Source: an optimization exercise on an open RTL-to-GDS flow (aim: small area, a short achievable clock period and few clock cycles per item). Production flows keep margins and buffers that such runs may drop. Where RTL was checked, it was by simulation tests only, not by an equivalence proof against the original.

Setup of run K:
==> flow/design.v (excerpt) <==
module tomasulo_core #(
  parameter logic [31:0] REG_INIT = 32'd5
) (
  input  logic        GCLK,
  input  logic        rst,
  input  logic [31:0] inst,          
  input  logic        inst_valid,
  output logic        fetch_en,
  output logic        wb_valid,      
  output logic [31:0] wb_value,
  input  logic [3:0]  dbg_addr,
  output logic [31:0] dbg_data,
  output logic        dbg_pending,
  output logic        idle           
);
Size in the first run: ~4,200 cells after synthesis, about 110 I/O pins.
==> module tomasulo_core, before the edit <==
module tomasulo_core #(
  parameter logic [31:0] REG_INIT = 32'd5
) (
  input  logic        GCLK,
  input  logic        rst,
  input  logic [31:0] inst,          
  input  logic        inst_valid,
  output logic        fetch_en,
  output logic        wb_valid,      
  output logic [31:0] wb_value,
  input  logic [3:0]  dbg_addr,
  output logic [31:0] dbg_data,
  output logic        dbg_pending,
  output logic        idle           
);
  logic [31:0] rf   [16];
  logic [15:0] wr_q;                 
  logic        halted;
  logic        take, issue;
  logic [3:0]  opc, dst, src1, src2;
  logic        e_valid;
  logic        e_mul, e_sub;
  logic [3:0]  e_dst;
  logic [31:0] e_a, e_b;
  logic [31:0] x_y;
  logic        w_valid;
  logic [3:0]  w_dst;
  logic [31:0] w_val;
  logic [31:0] rd_a, rd_b;
  logic [31:0] port_a, port_b;
  logic [3:0]  addr_a, addr_b;
  logic        r_pend;
  logic [3:0]  r_src1, r_src2;
  assign opc  = inst[31:28];
  assign dst  = inst[27:24];
  assign src1 = inst[23:20];
  assign src2 = inst[19:16];
  assign fetch_en = !halted && !r_pend;
  assign take     = inst_valid && fetch_en;
  assign issue    = take && (opc != tomasulo_pkg::OP_HLT);
  function automatic logic [31:0] rf_read(input logic [3:0] r);
    logic [15:0] hit;
    rf_read = '0;
    for (int j = 0; j < 16; j++) begin
      hit[j] = (r == j[3:0]);
      rf_read = rf_read | ({32{hit[j] & wr_q[j]}} & rf[j]);
    end
    if (|(hit & ~wr_q)) rf_read = rf_read | REG_INIT;
  endfunction
  assign addr_a = idle ? dbg_addr : r_pend ? r_src1 : src1;
  assign addr_b = r_pend ? r_src2 : src2;
  assign port_a = rf_read(addr_a);
  assign port_b = rf_read(addr_b);
  assign rd_a = idle ? REG_INIT : (w_valid && w_dst == src1) ? w_val : port_a;
  assign rd_b = (w_valid && w_dst == src2) ? w_val : port_b;
  always_ff @(posedge GCLK) begin
    if (rst) begin
      halted  <= 1'b0;
      r_pend  <= 1'b0;
      e_valid <= 1'b0;
      w_valid <= 1'b0;
      wr_q    <= '0;
    end else begin
      if (take && opc == tomasulo_pkg::OP_HLT) halted <= 1'b1;
      r_pend  <= issue && idle && wr_q[src1];
      e_valid <= (issue && !(idle && wr_q[src1])) || r_pend;
      w_valid <= e_valid;
      if (w_valid) wr_q[w_dst] <= 1'b1;
    end
  end
  always_ff @(posedge GCLK) begin
    if (!r_pend) begin
      e_mul  <= (opc == tomasulo_pkg::OP_MUL);
      e_sub  <= (opc == tomasulo_pkg::OP_SUB);
      e_dst  <= dst;
      r_src1 <= src1;
      r_src2 <= src2;
    end
    e_a   <= (e_valid && e_dst == src1) ? x_y : rd_a;
    e_b   <= (e_valid && e_dst == src2) ? x_y : rd_b;
    w_dst <= e_dst;
    w_val <= x_y;
    if (w_valid) rf[w_dst] <= w_val;
  end
  exec_unit u_exec (.is_mul(e_mul), .is_sub(e_sub), .a(e_a), .b(e_b), .y(x_y));
  assign wb_valid    = w_valid;
  assign wb_value    = w_val;
  assign idle        = !e_valid && !w_valid && !r_pend;
  assign dbg_data    = port_a;   
  assign dbg_pending = (e_valid && e_dst == dbg_addr) || (w_valid && w_dst == dbg_addr);
endmodule
export LEC_CHECK = 0
export CAP_MARGIN = 20
export CORE_MARGIN = 2
export CORE_UTILIZATION = 40
export SETUP_SLACK_MARGIN = 5
export SLEW_MARGIN = 20
create_clock -name core_clock -period 12.0 [get_ports {GCLK}]
run.sh (not shown) runs the stock make flow with config.mk's settings and CLKGATE_MAP_FILE= SYNTH_SCRIPT=/design/flow/synth_recipe.tcl, a recipe that flattens the netlist after the stock synthesis.
The following lists how run C was set up differently from run K:
--- a/flow/design.v
+++ b/flow/design.v
@@ -962,14 +962,10 @@
   logic [31:0] w_val;
   logic [31:0] rd_a, rd_b;
-  logic [31:0] port_a, port_b;
-  logic [3:0]  addr_a, addr_b;
-  logic        r_pend;
-  logic [3:0]  r_src1, r_src2;
   assign opc  = inst[31:28];
   assign dst  = inst[27:24];
   assign src1 = inst[23:20];
   assign src2 = inst[19:16];
-  assign fetch_en = !halted && !r_pend;
-  assign take     = inst_valid && fetch_en;
+  assign fetch_en = !halted;
+  assign take     = inst_valid && !halted;
   assign issue    = take && (opc != tomasulo_pkg::OP_HLT);
   function automatic logic [31:0] rf_read(input logic [3:0] r);
@@ -982,14 +978,9 @@
     if (|(hit & ~wr_q)) rf_read = rf_read | REG_INIT;
   endfunction
-  assign addr_a = idle ? dbg_addr : r_pend ? r_src1 : src1;
-  assign addr_b = r_pend ? r_src2 : src2;
-  assign port_a = rf_read(addr_a);
-  assign port_b = rf_read(addr_b);
-  assign rd_a = idle ? REG_INIT : (w_valid && w_dst == src1) ? w_val : port_a;
-  assign rd_b = (w_valid && w_dst == src2) ? w_val : port_b;
+  assign rd_a = (w_valid && w_dst == src1) ? w_val : rf_read(src1);
+  assign rd_b = (w_valid && w_dst == src2) ? w_val : rf_read(src2);
   always_ff @(posedge GCLK) begin
     if (rst) begin
       halted  <= 1'b0;
-      r_pend  <= 1'b0;
       e_valid <= 1'b0;
       w_valid <= 1'b0;
@@ -997,6 +988,5 @@
     end else begin
       if (take && opc == tomasulo_pkg::OP_HLT) halted <= 1'b1;
-      r_pend  <= issue && idle && wr_q[src1];
-      e_valid <= (issue && !(idle && wr_q[src1])) || r_pend;
+      e_valid <= issue;
       w_valid <= e_valid;
       if (w_valid) wr_q[w_dst] <= 1'b1;
@@ -1004,11 +994,7 @@
   end
   always_ff @(posedge GCLK) begin
-    if (!r_pend) begin
-      e_mul  <= (opc == tomasulo_pkg::OP_MUL);
-      e_sub  <= (opc == tomasulo_pkg::OP_SUB);
-      e_dst  <= dst;
-      r_src1 <= src1;
-      r_src2 <= src2;
-    end
+    e_mul <= (opc == tomasulo_pkg::OP_MUL);
+    e_sub <= (opc == tomasulo_pkg::OP_SUB);
+    e_dst <= dst;
     e_a   <= (e_valid && e_dst == src1) ? x_y : rd_a;
     e_b   <= (e_valid && e_dst == src2) ? x_y : rd_b;
@@ -1020,6 +1006,6 @@
   assign wb_valid    = w_valid;
   assign wb_value    = w_val;
-  assign idle        = !e_valid && !w_valid && !r_pend;
-  assign dbg_data    = port_a;   
+  assign idle        = !e_valid && !w_valid;
+  assign dbg_data    = rf_read(dbg_addr);
   assign dbg_pending = (e_valid && e_dst == dbg_addr) || (w_valid && w_dst == dbg_addr);
 endmodule
==> comparison <==
- In run C, the transition time at the pin with the least slew margin came out 0.26 ns below the value in run K.
- Cmp run C and run K / met2 demand-to-capacity share in global routing / lower: run K
- Compared to run K, the routing of run C uses more wire.
- For run C, the cell with the largest stage delay on the worst path was dlygate4sd2_1, unlike run K, where it was or4_4.
- Area after detailed placement, run C and run K: lower on run K
- Across both runs, critical path depth was lower for run C than for run K.
Testbench counts of run C, summed over its fixed seeds: cycles 8,282, items 7,706.
Function not checked in run K: the RTL went through the layout flow alone.

==> re-timing with driven ports <==
How much do the figures lean on ideal ports? The routed layouts below were timed once more, with nothing changed but the port constraints.
Step 1 assumes that a clkbuf_16 drives the clock port and a buf_2 every other input.
Step 2 also shifts input and output timing later by t, the mid clock arrival at the registers, as if the neighbouring blocks saw the same clock.
Three values: ideal, step 1, step 2; two values: the first two.
run	t (ns)	setup WS [ns]	worst setup path after step 2	slew at the worst register clock pin (ns)	cell pins on the clock port's net
run K	0.684	4.505 / 4.455 / 4.352	input to register	0.07 / 0.07	1
run C	0.684	5.027 / 5.000 / 5.000	input to output	0.07 / 0.07	1
After both steps setup and hold are still met in every run listed. The setup slack of run K, which loses most, moves by -0.050 ns with the drivers and by -0.153 ns with both steps.
